From an optimization exercise on the open Yosys and OpenROAD flow, aimed at small area, a short achievable clock period and few clock cycles; shortcuts taken in it are not production practice.
At most, simulation tests tie the RTL to the original design; equivalence was not proved.
No activity file was given, so power comes from the tool's default toggle rates.

// rm_edf_tick_scheduler
module rm_edf_tick_scheduler (
  input  wire logic                          clk,
  input  wire logic                          rst_n,
  input  wire logic                          start,
  output logic                               busy,
  input  wire logic [1:0]                    in_operation,
  input  wire logic [rmedf_pkg::SLOT_W-1:0]  in_task_index,
  input  wire logic [rmedf_pkg::VAL_W-1:0]   in_period,
  input  wire logic [rmedf_pkg::VAL_W-1:0]   in_burst,
  input  wire logic [rmedf_pkg::VAL_W-1:0]   in_deadline,
  output logic                               out_valid,
  output logic                               out_kind,
  output logic [rmedf_pkg::ID_W-1:0]         out_task_id,
  output logic                               out_seg_valid,
  output logic [rmedf_pkg::ID_W-1:0]         out_seg_task,
  output logic [rmedf_pkg::OUT_W-1:0]        out_seg_start,
  output logic [rmedf_pkg::OUT_W-1:0]        out_seg_end,
  output logic [2:0]                         out_seg_tag,
  output logic                               out_trace_full,
  output logic [rmedf_pkg::OUT_W-1:0]        out_count_complete,
  output logic [rmedf_pkg::OUT_W-1:0]        out_count_lost,
  output logic [rmedf_pkg::OUT_W-1:0]        out_count_killed,
  output logic                               out_last,
  input  wire logic                          psel,
  input  wire logic                          penable,
  input  wire logic                          pwrite,
  input  wire logic [rmedf_pkg::ADDR_W-1:0]  paddr,
  input  wire logic [rmedf_pkg::DATA_W-1:0]  pwdata,
  output logic [rmedf_pkg::DATA_W-1:0]       prdata,
  output logic                               pready
);
export LEC_CHECK = 0
export CAP_MARGIN = 20
export CORE_MARGIN = 2
export CORE_UTILIZATION = 55
export CTS_BUF_LIST = sky130_fd_sc_hd__clkbuf_8
export CTS_CLUSTER_SIZE = 30
export SETUP_SLACK_MARGIN = 5
export SLEW_MARGIN = 20
create_clock -name core_clock -period 10.0 [get_ports {clk}]
standard.sh (not shown) runs the stock make flow with config.mk's settings and CLKGATE_MAP_FILE= SYNTH_SCRIPT=/design/flow/synth_recipe.tcl, a recipe that flattens the netlist after the stock synthesis.
==> flow/flow/run.sh <==
#!/bin/bash
set -euo pipefail
bash standard.sh SETUP_SLACK_MARGIN=6 \
  "CTS_ARGS=-sink_clustering_enable -repair_clock_nets -buf_list sky130_fd_sc_hd__clkbuf_8 -sink_clustering_size 30 -dont_use_dummy_load" \
  finish > standard_make.log 2>&1
Testbench counts at the start, summed over its fixed seeds: cycles 6,919.
Next try:
==> flow/flow/run.sh (replaced) <==
#!/bin/bash
set -euo pipefail
bash standard.sh SETUP_SLACK_MARGIN=6 finish > standard_make.log 2>&1
- CORE_UTILIZATION: 55 -> 40
- CTS_BUF_LIST: sky130_fd_sc_hd__clkbuf_8 -> unset
- CTS_CLUSTER_SIZE: 30 -> unset
What happened: Sequential share of layout area fell by 1.5 points; sequential cell count is unchanged; final area rose by a few percent; critical path depth fell by 3; routed wire length rose by a few percent; global-route usage fell by 9.5 points; sequential power fell slightly.
Next try:
- CORE_UTILIZATION: 40 -> 55
- CTS_BUF_LIST: unset -> sky130_fd_sc_hd__clkbuf_8
- CTS_CLUSTER_SIZE: unset -> 40
- PLACE_DENSITY: unset -> 0.7
Result: Hold slack loses 0.0085 ns; worst setup slack loses 0.064 ns; synthesized area does not change; die area shrinks by about 27%; sequential power is about the same; total power shrinks by about 4%.
Next try:
==> flow/flow/run.sh (replaced) <==
#!/bin/bash
set -euo pipefail
bash standard.sh SETUP_SLACK_MARGIN=6.5 finish > standard_make.log 2>&1
- CORE_UTILIZATION: 55 -> 40
- CTS_BUF_LIST: sky130_fd_sc_hd__clkbuf_8 -> unset
- CTS_CLUSTER_SIZE: 40 -> unset
- PLACE_DENSITY: 0.7 -> unset
- The new run completed without violations
- combinational power rises by about a fifth
- wire length rises by roughly a tenth
- final cell count rises by roughly a tenth
- utilization falls by 13 points
- final area rises by roughly a tenth
- total power rises by a little under a tenth
Next try:
==> flow/flow/run.sh (replaced) <==
#!/bin/bash
set -euo pipefail
bash standard.sh SETUP_SLACK_MARGIN=5.8 finish > standard_make.log 2>&1
- CORE_UTILIZATION: 40 -> 55
- CTS_BUF_LIST: unset -> sky130_fd_sc_hd__clkbuf_8
- CTS_CLUSTER_SIZE: unset -> 24
=>
- via count falls by 5.5%
- setup slack loses 0.30 ns
- critical path depth falls by 1
- clock skew rises by 0.010 ns
- synthesized cell count is unchanged
- design area falls by 12%
- register-to-register slack loses 0.28 ns
- sequential cell count does not change
- sequential share of layout area rises by 4.6 points
Next try:
==> flow/flow/run.sh (replaced) <==
#!/bin/bash
set -euo pipefail
bash standard.sh SETUP_SLACK_MARGIN=6 finish > standard_make.log 2>&1
- CORE_UTILIZATION: 55 -> 40
- CTS_CLUSTER_SIZE: 24 -> unset
=> Worst setup slack improved by 0.26 ns. Final area increases by 3.8%. Worst hold slack got worse by 0.013 ns.

---

rev 12:
Another version of the RTL of rm_edf_tick_scheduler (not shown whole).
Size in the first run: ~7900 cells after synthesis, roughly 1500 flip-flops, roughly 310 I/O pins, about 84000 µm² of cells after synthesis.
==> flow/config.mk <==
export PLATFORM = sky130hd
export DESIGN_NAME = rm_edf_tick_scheduler
export DESIGN_NICKNAME = rm_edf_tick_scheduler
export VERILOG_FILES = /design/flow/design.v
export SDC_FILE = /design/flow/constraint.sdc
export NUM_CORES = 4
export LEC_CHECK = 0
export CAP_MARGIN = 20
export CORE_MARGIN = 2
export CORE_UTILIZATION = 40
export SETUP_SLACK_MARGIN = 5
export SLEW_MARGIN = 20
==> flow/constraint.sdc <==
create_clock -name core_clock -period 10.0 [get_ports {clk}]
set_input_delay 2.0000 -clock core_clock [delete_from_list [all_inputs] [get_ports {clk}]]
set_output_delay 2.0000 -clock core_clock [all_outputs]
set_load 0.01 [all_outputs]
==> flow/flow/run.sh <==
#!/bin/bash
set -euo pipefail
bash standard.sh SETUP_SLACK_MARGIN=6 finish > standard_make.log 2>&1
Input-level comparison between rev 13 and rev 12:
==> flow/run.sh (new file) <==
#!/bin/bash
# synth_recipe.tcl (not shown) runs the flow's synth.tcl, then flattens the netlist and writes it again
# the make line also repeats each setting of config.mk as NAME=value (left out here)
make -C /OpenROAD-flow-scripts/flow DESIGN_CONFIG=/design/flow/config.mk WORK_HOME=/design/flow/orfs CLKGATE_MAP_FILE= SYNTH_SCRIPT=/design/flow/synth_recipe.tcl finish
removed: flow/flow/run.sh
removed: flow/standard.sh
Results
Of the two candidates, rev 12 has the worse count of vias placed by the detailed router and rev 13 the better one. Final cell utilization of the core for rev 13 is lower than for rev 12. Rev 12 -> rev 13: combined flip-flop and latch cell area flat. The lower setup slack after layout came out of rev 13. Summary of rev 13 over rev 12: count of cell instances traversed by the critical path lost 2; reported sequential group power neither gained nor lost much; peak clock frequency supported by timing decreased by 10% relative to the old numbers.
Function was not checked in any run of this note: the RTL went through the layout flow alone.

==> static timing again, ports no longer ideal <==
The flow's constraints put no driver on any port. The routed layouts listed below were extracted and timed again, unchanged, in two steps. Step 1 assumes that a clkbuf_16 drives the clock port and a buf_2 every other input. Step 2 moves the port delays by t, midway between the first and last clock arrival at a register: inputs arrive t later, outputs are due t later. That takes back most of the time a late clock gives input paths. Three values: no drivers, after step 1, after step 2; two values: the first two.
run	t (ns)	setup WS [ns]	pins driven straight from the clock port
the first run of note 1	1.124	5.792 / 5.705 / 4.922	1
the second run of note 1	0.930	5.843 / 5.752 / 5.115	1
the third run of note 1	1.145	5.779 / 5.695 / 4.908	1
the fourth run of note 1	0.956	5.824 / 5.731 / 5.363	1
the fifth run of note 1	1.131	5.526 / 5.440 / 4.735	1
the sixth run of note 1	1.103	5.788 / 5.700 / 4.907	1
rev 12	0.927	5.364 / 5.364 / 5.013	1
rev 13	0.922	4.824 / 4.824 / 4.214	1
After both steps every run listed still meets setup and hold. The setup slack of the sixth run of note 1, which loses most, moves by -0.088 ns with the drivers and by -0.881 ns with both steps.
